This design comes from an exercise in tuning for small area on the open sky130 flow, not from production work.
The RTL was checked by simulation tests, not by an equivalence proof against the original design.
No activity file was given, so power comes from the tool's default toggle rates.

==> inputs of run M <==
==> flow/design.v <==
module reg_file_32x32 #(
  parameter int                DATA_W   = 32,
  parameter int                SP_IDX   = 29,
  parameter logic [DATA_W-1:0] SP_RESET = 'h0000_0FFC
) (
  input  logic              clk,
  input  logic              rst_n,
  input  logic [4:0]        rd_addr_a,
  input  logic [4:0]        rd_addr_b,
  output logic [DATA_W-1:0] rd_data_a,
  output logic [DATA_W-1:0] rd_data_b,
  input  logic              wr_en,
  input  logic [4:0]        wr_addr,
  input  logic [DATA_W-1:0] wr_data,
  output logic [15:0]       wr_count
);
  logic [DATA_W-1:0] r_regs [1:31];
  logic [15:0]       r_wr_count;
  logic [DATA_W-1:0] w_regs [0:31];
  logic              w_wr_hit;
  logic              w_byp_a;
  logic              w_byp_b;
  assign w_wr_hit = wr_en && (wr_addr != 5'd0);
  always_ff @(posedge clk or negedge rst_n) begin
    if (!rst_n) begin
      for (int i = 1; i < 32; i++) begin
        r_regs[i] <= (i == SP_IDX) ? SP_RESET : '0;
      end
      r_wr_count <= '0;
    end else if (w_wr_hit) begin
      for (int i = 1; i < 32; i++) begin
        if (wr_addr == 5'(i)) begin
          r_regs[i] <= wr_data;
        end
      end
      r_wr_count <= r_wr_count + 16'd1;
    end
  end
  always_comb begin
    w_regs[0] = '0;
    for (int i = 1; i < 32; i++) begin
      w_regs[i] = r_regs[i];
    end
  end
  assign w_byp_a = rst_n && w_wr_hit && (wr_addr == rd_addr_a);
  assign w_byp_b = rst_n && w_wr_hit && (wr_addr == rd_addr_b);
  assign rd_data_a = w_byp_a ? wr_data : w_regs[rd_addr_a];
  assign rd_data_b = w_byp_b ? wr_data : w_regs[rd_addr_b];
  assign wr_count  = r_wr_count;
endmodule
==> flow/run.sh <==
#!/bin/bash
# synth_recipe.tcl (not shown) runs the flow's synth.tcl, then flattens the netlist and writes it again
# the make line also repeats each setting of config.mk as NAME=value (left out here)
make -C /OpenROAD-flow-scripts/flow DESIGN_CONFIG=/design/flow/config.mk WORK_HOME=/design/flow/orfs CLKGATE_MAP_FILE= SYNTH_SCRIPT=/design/flow/synth_recipe.tcl finish
==> flow/config.mk <==
export PLATFORM = sky130hd
export DESIGN_NAME = reg_file_32x32
export DESIGN_NICKNAME = reg_file_32x32
export VERILOG_FILES = /design/flow/design.v
export SDC_FILE = /design/flow/constraint.sdc
export NUM_CORES = 4
export LEC_CHECK = 0
export CAP_MARGIN = 20
export CORE_MARGIN = 2
export CORE_UTILIZATION = 35
export SETUP_SLACK_MARGIN = 0.3
export SLEW_MARGIN = 20
==> flow/constraint.sdc <==
create_clock -name core_clock -period 7.0 [get_ports {clk}]
set_input_delay 1.4000 -clock core_clock [delete_from_list [all_inputs] [get_ports {clk}]]
set_output_delay 1.4000 -clock core_clock [all_outputs]
set_load 0.01 [all_outputs]
==> run K (differences from run M) <==
==> flow/design.v, changed modules only <==
module reg_file_32x32 #(
  parameter int                DATA_W   = 32,
  parameter int                SP_IDX   = 29,
  parameter logic [DATA_W-1:0] SP_RESET = 'h0000_0FFC
) (
  input  logic              clk,
  input  logic              rst_n,
  input  logic [4:0]        rd_addr_a,
  input  logic [4:0]        rd_addr_b,
  output logic [DATA_W-1:0] rd_data_a,
  output logic [DATA_W-1:0] rd_data_b,
  input  logic              wr_en,
  input  logic [4:0]        wr_addr,
  input  logic [DATA_W-1:0] wr_data,
  output logic [15:0]       wr_count
);
  logic [31:1]       r_vld;
  logic [15:0]       r_wr_count;
  logic [31:1]       w_we;
  logic [31:1]       w_keep;
  logic              w_wr_hit;
  assign w_wr_hit = wr_en && (wr_addr != 5'd0);
  logic [31:0]       w_sel_a, w_sel_b;
  logic              w_byp_a, w_byp_b;
  logic              w_sp_a,  w_sp_b;
  assign w_byp_a = rst_n && w_wr_hit && (wr_addr == rd_addr_a);
  assign w_byp_b = rst_n && w_wr_hit && (wr_addr == rd_addr_b);
  assign w_sel_a[0] = w_byp_a;
  assign w_sel_b[0] = w_byp_b;
  assign w_sp_a = !w_byp_a && (rd_addr_a == 5'(SP_IDX)) && !r_vld[SP_IDX];
  assign w_sp_b = !w_byp_b && (rd_addr_b == 5'(SP_IDX)) && !r_vld[SP_IDX];
  logic [31:0]       w_col [DATA_W];
  for (genvar i = 1; i < 32; i++) begin : g_row
    logic [DATA_W-1:0] r_q;
    logic [DATA_W-1:0] w_d;
    assign w_we[i]   = wr_en && (wr_addr == 5'(i));
    assign w_keep[i] = !w_we[i];
    rf_load_row #(.W(DATA_W)) u_load (
      .we(w_we[i]), .keep(w_keep[i]), .d(wr_data), .q(r_q), .o(w_d)
    );
    always_ff @(posedge clk) begin
      r_q <= w_d;
    end
    always_ff @(posedge clk or negedge rst_n) begin
      if (!rst_n)       r_vld[i] <= 1'b0;
      else if (w_we[i]) r_vld[i] <= 1'b1;
    end
    assign w_sel_a[i] = !w_byp_a && (rd_addr_a == 5'(i)) && r_vld[i];
    assign w_sel_b[i] = !w_byp_b && (rd_addr_b == 5'(i)) && r_vld[i];
    for (genvar b = 0; b < DATA_W; b++) begin : g_bit
      assign w_col[b][i] = r_q[b];
    end
  end
  for (genvar b = 0; b < DATA_W; b++) begin : g_out
    assign w_col[b][0] = wr_data[b];
    if (SP_RESET[b]) begin : g_sp
      rf_read_or_sp u_rd_a (.s(w_sel_a), .x(w_col[b]), .c(w_sp_a), .y(rd_data_a[b]));
      rf_read_or_sp u_rd_b (.s(w_sel_b), .x(w_col[b]), .c(w_sp_b), .y(rd_data_b[b]));
    end else begin : g_nsp
      rf_read_or    u_rd_a (.s(w_sel_a), .x(w_col[b]), .y(rd_data_a[b]));
      rf_read_or    u_rd_b (.s(w_sel_b), .x(w_col[b]), .y(rd_data_b[b]));
    end
  end
  always_ff @(posedge clk or negedge rst_n) begin
    if (!rst_n)        r_wr_count <= '0;
    else if (w_wr_hit) r_wr_count <= r_wr_count + 16'd1;
  end
  assign wr_count = r_wr_count;
endmodule
module rf_load_row #(
  parameter int W = 32
) (
  input  logic         we,
  input  logic         keep,
  input  logic [W-1:0] d,
  input  logic [W-1:0] q,
  output logic [W-1:0] o
);
  assign o = ({W{we}} & d) | ({W{keep}} & q);
endmodule
module rf_read_or (
  input  logic [31:0] s,
  input  logic [31:0] x,
  output logic        y
);
  logic [10:0] n;
  logic [2:0]  m;
  for (genvar j = 0; j < 10; j++) begin : g_aoi
    rf_aoi222 u (.a1(s[3*j]), .b1(x[3*j]), .a2(s[3*j+1]), .b2(x[3*j+1]),
                 .a3(s[3*j+2]), .b3(x[3*j+2]), .y(n[j]));
  end
  rf_aoi22 u_last (.a1(s[30]), .b1(x[30]), .a2(s[31]), .b2(x[31]), .y(n[10]));
  rf_nand4 u_m0 (.a(n[0]), .b(n[1]), .c(n[2]), .d(n[3]), .y(m[0]));
  rf_nand4 u_m1 (.a(n[4]), .b(n[5]), .c(n[6]), .d(n[7]), .y(m[1]));
  rf_nand3 u_m2 (.a(n[8]), .b(n[9]), .c(n[10]), .y(m[2]));
  rf_or3   u_y  (.a(m[0]), .b(m[1]), .c(m[2]), .y(y));
endmodule
module rf_read_or_sp (
  input  logic [31:0] s,
  input  logic [31:0] x,
  input  logic        c,
  output logic        y
);
  logic [10:0] n;
  logic [2:0]  m;
  for (genvar j = 0; j < 10; j++) begin : g_aoi
    rf_aoi222 u (.a1(s[3*j]), .b1(x[3*j]), .a2(s[3*j+1]), .b2(x[3*j+1]),
                 .a3(s[3*j+2]), .b3(x[3*j+2]), .y(n[j]));
  end
  rf_aoi221 u_last (.a1(s[30]), .b1(x[30]), .a2(s[31]), .b2(x[31]), .c(c), .y(n[10]));
  rf_nand4 u_m0 (.a(n[0]), .b(n[1]), .c(n[2]), .d(n[3]), .y(m[0]));
  rf_nand4 u_m1 (.a(n[4]), .b(n[5]), .c(n[6]), .d(n[7]), .y(m[1]));
  rf_nand3 u_m2 (.a(n[8]), .b(n[9]), .c(n[10]), .y(m[2]));
  rf_or3   u_y  (.a(m[0]), .b(m[1]), .c(m[2]), .y(y));
endmodule
module rf_aoi222 (
  input  logic a1, b1, a2, b2, a3, b3,
  output logic y
);
  assign y = !((a1 && b1) || (a2 && b2) || (a3 && b3));
endmodule
module rf_aoi221 (
  input  logic a1, b1, a2, b2, c,
  output logic y
);
  assign y = !((a1 && b1) || (a2 && b2) || c);
endmodule
module rf_aoi22 (
  input  logic a1, b1, a2, b2,
  output logic y
);
  assign y = !((a1 && b1) || (a2 && b2));
endmodule
module rf_nand4 (
  input  logic a, b, c, d,
  output logic y
);
  assign y = !(a && b && c && d);
endmodule
module rf_nand3 (
  input  logic a, b, c,
  output logic y
);
  assign y = !(a && b && c);
endmodule
module rf_or3 (
  input  logic a, b, c,
  output logic y
);
  assign y = a || b || c;
endmodule
Settings changed: CORE_UTILIZATION 35 to 50, SYNTH_HIERARCHICAL set to 1, SYNTH_MINIMUM_KEEP_SIZE set to 0.
==> run D (differences from run M) <==
==> flow/design.v, changed modules only <==
module reg_file_32x32 #(
  parameter int                DATA_W   = 32,
  parameter int                SP_IDX   = 29,
  parameter logic [DATA_W-1:0] SP_RESET = 'h0000_0FFC
) (
  input  logic              clk,
  input  logic              rst_n,
  input  logic [4:0]        rd_addr_a,
  input  logic [4:0]        rd_addr_b,
  output logic [DATA_W-1:0] rd_data_a,
  output logic [DATA_W-1:0] rd_data_b,
  input  logic              wr_en,
  input  logic [4:0]        wr_addr,
  input  logic [DATA_W-1:0] wr_data,
  output logic [15:0]       wr_count
);
  logic [31:1]       r_vld;
  logic [15:0]       r_wr_count;
  logic [31:1]       w_we;
  logic [31:1]       w_keep;
  logic              w_wr_hit;
  assign w_wr_hit = wr_en && (wr_addr != 5'd0);
  logic [31:0]       w_sel_a, w_sel_b;
  logic              w_byp_a, w_byp_b;
  logic              w_sp_a,  w_sp_b;
  assign w_byp_a = rst_n && w_wr_hit && (wr_addr == rd_addr_a);
  assign w_byp_b = rst_n && w_wr_hit && (wr_addr == rd_addr_b);
  assign w_sel_a[0] = w_byp_a;
  assign w_sel_b[0] = w_byp_b;
  assign w_sp_a = (rd_addr_a == 5'(SP_IDX)) && !r_vld[SP_IDX] && !(rst_n && w_we[SP_IDX]);
  assign w_sp_b = (rd_addr_b == 5'(SP_IDX)) && !r_vld[SP_IDX] && !(rst_n && w_we[SP_IDX]);
  logic [31:0]       w_col [DATA_W];
  for (genvar i = 1; i < 32; i++) begin : g_row
    logic [DATA_W-1:0] r_q;
    logic [DATA_W-1:0] w_d;
    assign w_we[i]   = wr_en && (wr_addr == 5'(i));
    assign w_keep[i] = !w_we[i];
    rf_load_row #(.W(DATA_W)) u_load (
      .we(w_we[i]), .keep(w_keep[i]), .d(wr_data), .q(r_q), .o(w_d)
    );
    always_ff @(posedge clk) begin
      r_q <= w_d;
    end
    always_ff @(posedge clk or negedge rst_n) begin
      if (!rst_n)       r_vld[i] <= 1'b0;
      else if (w_we[i]) r_vld[i] <= 1'b1;
    end
    assign w_sel_a[i] = (rd_addr_a == 5'(i)) && r_vld[i] && w_keep[i];
    assign w_sel_b[i] = (rd_addr_b == 5'(i)) && r_vld[i] && w_keep[i];
    for (genvar b = 0; b < DATA_W; b++) begin : g_bit
      assign w_col[b][i] = r_q[b];
    end
  end
  for (genvar b = 0; b < DATA_W; b++) begin : g_out
    assign w_col[b][0] = wr_data[b];
    if (SP_RESET[b]) begin : g_sp
      rf_read_or_sp u_rd_a (.s(w_sel_a), .x(w_col[b]), .c(w_sp_a), .y(rd_data_a[b]));
      rf_read_or_sp u_rd_b (.s(w_sel_b), .x(w_col[b]), .c(w_sp_b), .y(rd_data_b[b]));
    end else begin : g_nsp
      rf_read_or    u_rd_a (.s(w_sel_a), .x(w_col[b]), .y(rd_data_a[b]));
      rf_read_or    u_rd_b (.s(w_sel_b), .x(w_col[b]), .y(rd_data_b[b]));
    end
  end
  always_ff @(posedge clk or negedge rst_n) begin
    if (!rst_n)        r_wr_count <= '0;
    else if (w_wr_hit) r_wr_count <= r_wr_count + 16'd1;
  end
  assign wr_count = r_wr_count;
endmodule
module rf_load_row #(
  parameter int W = 32
) (
  input  logic         we,
  input  logic         keep,
  input  logic [W-1:0] d,
  input  logic [W-1:0] q,
  output logic [W-1:0] o
);
  assign o = ({W{we}} & d) | ({W{keep}} & q);
endmodule
module rf_read_or (
  input  logic [31:0] s,
  input  logic [31:0] x,
  output logic        y
);
  logic [10:0] n;
  logic [2:0]  m;
  for (genvar j = 0; j < 10; j++) begin : g_aoi
    rf_aoi222 u (.a1(s[3*j]), .b1(x[3*j]), .a2(s[3*j+1]), .b2(x[3*j+1]),
                 .a3(s[3*j+2]), .b3(x[3*j+2]), .y(n[j]));
  end
  rf_aoi22 u_last (.a1(s[30]), .b1(x[30]), .a2(s[31]), .b2(x[31]), .y(n[10]));
  rf_nand4 u_m0 (.a(n[0]), .b(n[1]), .c(n[2]), .d(n[3]), .y(m[0]));
  rf_nand4 u_m1 (.a(n[4]), .b(n[5]), .c(n[6]), .d(n[7]), .y(m[1]));
  rf_nand3 u_m2 (.a(n[8]), .b(n[9]), .c(n[10]), .y(m[2]));
  rf_or3   u_y  (.a(m[0]), .b(m[1]), .c(m[2]), .y(y));
endmodule
module rf_read_or_sp (
  input  logic [31:0] s,
  input  logic [31:0] x,
  input  logic        c,
  output logic        y
);
  logic [10:0] n;
  logic [2:0]  m;
  for (genvar j = 0; j < 10; j++) begin : g_aoi
    rf_aoi222 u (.a1(s[3*j]), .b1(x[3*j]), .a2(s[3*j+1]), .b2(x[3*j+1]),
                 .a3(s[3*j+2]), .b3(x[3*j+2]), .y(n[j]));
  end
  rf_aoi221 u_last (.a1(s[30]), .b1(x[30]), .a2(s[31]), .b2(x[31]), .c(c), .y(n[10]));
  rf_nand4 u_m0 (.a(n[0]), .b(n[1]), .c(n[2]), .d(n[3]), .y(m[0]));
  rf_nand4 u_m1 (.a(n[4]), .b(n[5]), .c(n[6]), .d(n[7]), .y(m[1]));
  rf_nand3 u_m2 (.a(n[8]), .b(n[9]), .c(n[10]), .y(m[2]));
  rf_or3   u_y  (.a(m[0]), .b(m[1]), .c(m[2]), .y(y));
endmodule
module rf_aoi222 (
  input  logic a1, b1, a2, b2, a3, b3,
  output logic y
);
  assign y = !((a1 && b1) || (a2 && b2) || (a3 && b3));
endmodule
module rf_aoi221 (
  input  logic a1, b1, a2, b2, c,
  output logic y
);
  assign y = !((a1 && b1) || (a2 && b2) || c);
endmodule
module rf_aoi22 (
  input  logic a1, b1, a2, b2,
  output logic y
);
  assign y = !((a1 && b1) || (a2 && b2));
endmodule
module rf_nand4 (
  input  logic a, b, c, d,
  output logic y
);
  assign y = !(a && b && c && d);
endmodule
module rf_nand3 (
  input  logic a, b, c,
  output logic y
);
  assign y = !(a && b && c);
endmodule
module rf_or3 (
  input  logic a, b, c,
  output logic y
);
  assign y = a || b || c;
endmodule
Settings changed: CAP_MARGIN 20 to 10, CORE_UTILIZATION 35 to 50, CTS_BUF_LIST set to sky130_fd_sc_hd__clkbuf_16, CTS_CLUSTER_DIAMETER set to 100, CTS_CLUSTER_SIZE set to 25, SETUP_SLACK_MARGIN 0.3 to 0.1, SLEW_MARGIN 20 to 10, SYNTH_HIERARCHICAL set to 1, SYNTH_MINIMUM_KEEP_SIZE set to 0.
==> impl_metrics.py <==
metrics = {
    "run_status": {
        "status": "timing/DRC/antenna clean",
    },
    "power": {
        "p_sw_uw": 5150,
        "p_int_uw": 12000,
        "ir_drop_mv": 0.210,
    },
    "cells_and_area": {
        "num-nets-final": 4616,
    },
    "hold_path": {
        "worstHoldStart": "r_wr_count[15]",
    },
    "logic_synthesis": {
        "synthAdderAreaFrac_pct": 0.0241,
        "synth_top_family_by_area": "multiplexers",
    },
    "global_routing": {
        "use_met2_pct": 47.9,
    },
    "placed_design": {
        "gp_congestion": 0.999,
    },
    "floorplanning": {
        "start_util_pct": 35.2,
    },
    "setup_path": {
        "cp_max_fo": 35,
    },
}
(the above is from run M)
==> impl_metrics.py <==
metrics = {
    "global_routing": {
        "use_met2_pct": 67.7,
        "grt_pass1_vias": 40200,
    },
    "setup_path": {
        "cp_max_fo": 15,
    },
    "clock_tree": {
        "clk_path_buf_depth": 3,
        "root_buffer": "clkbuf_16",
    },
    "sta": {
        "worst_slack_ns": -0.109,
        "setup-violations-final": 1,
    },
    "floorplanning": {
        "start_util_pct": 50.6,
    },
    "placed_design": {
        "gp_congestion": 0.976,
    },
    "power": {
        "p_int_uw": 9560,
        "ir_drop_mv": 0.272,
    },
    "logic_synthesis": {
        "synthAdderAreaFrac_pct": 0.0295,
        "synth_top_family_by_area": "compound AO/OA/AOI/OAI gates",
    },
    "hold_path": {
        "worstHoldStart": "r_vld[8]",
    },
    "run_status": {
        "status": "complete, but fails checks",
        "so_faults": "negative setup slack",
    },
}
(the above is from run D)
==> impl_metrics.py <==
metrics = {
    "global_routing": {
        "grt_pass1_vias": 41800,
        "use_met2_pct": 65.1,
    },
    "power": {
        "top_power_group": "sequential cells",
        "p_int_uw": 12000,
        "p_sw_uw": 4530,
        "powerDensity_nw_per_um2": 315,
    },
    "run_status": {
        "status": "timing/DRC/antenna clean",
    },
    "logic_synthesis": {
        "synth.most_common_cell": "dfxtp_1",
        "syn_inst": 3531,
        "synthAdderAreaFrac_pct": 0.0293,
    },
    "floorplanning": {
        "start_util_pct": 50.2,
    },
    "setup_path": {
        "cp_max_fo": 14,
    },
    "placed_design": {
        "gp_congestion": 0.956,
    },
    "cells_and_area": {
        "num-nets-final": 4061,
    },
}
(the above is from run K)

static timing again, ports no longer ideal:
No port has a modelled driver above. Below, the same layouts with a new extraction and two added sets of constraints.
Step 1 (the two cells are an assumption about what drives the block):
set clk [get_ports {clk}]
set_driving_cell -lib_cell sky130_fd_sc_hd__clkbuf_16 $clk
set_driving_cell -lib_cell sky130_fd_sc_hd__buf_2 [delete_from_list [all_inputs] $clk]
Step 2 also shifts input and output timing later by t, the mid clock arrival at the registers, as if the neighbouring blocks saw the same clock.
Three values: ideal ports, drivers, drivers and shift; two values: the first two.
| run | t (ns) | setup WS [ns] | hold slack, ns |
|---|---|---|---|
| run M | 0.845 | 0.180 / 0.143 / 0.143 | 0.487 / 0.483 / 0.487 |
| run K | 0.761 | 0.218 / 0.155 / 0.155 | 0.475 / 0.475 / 0.475 |
| run D | 0.742 | -0.109 / -0.169 / -0.169 | 0.480 / 0.480 / 0.480 |
For run K, which loses most, drivers alone change the setup slack by -0.063 ns; drivers and shift together by -0.063 ns.
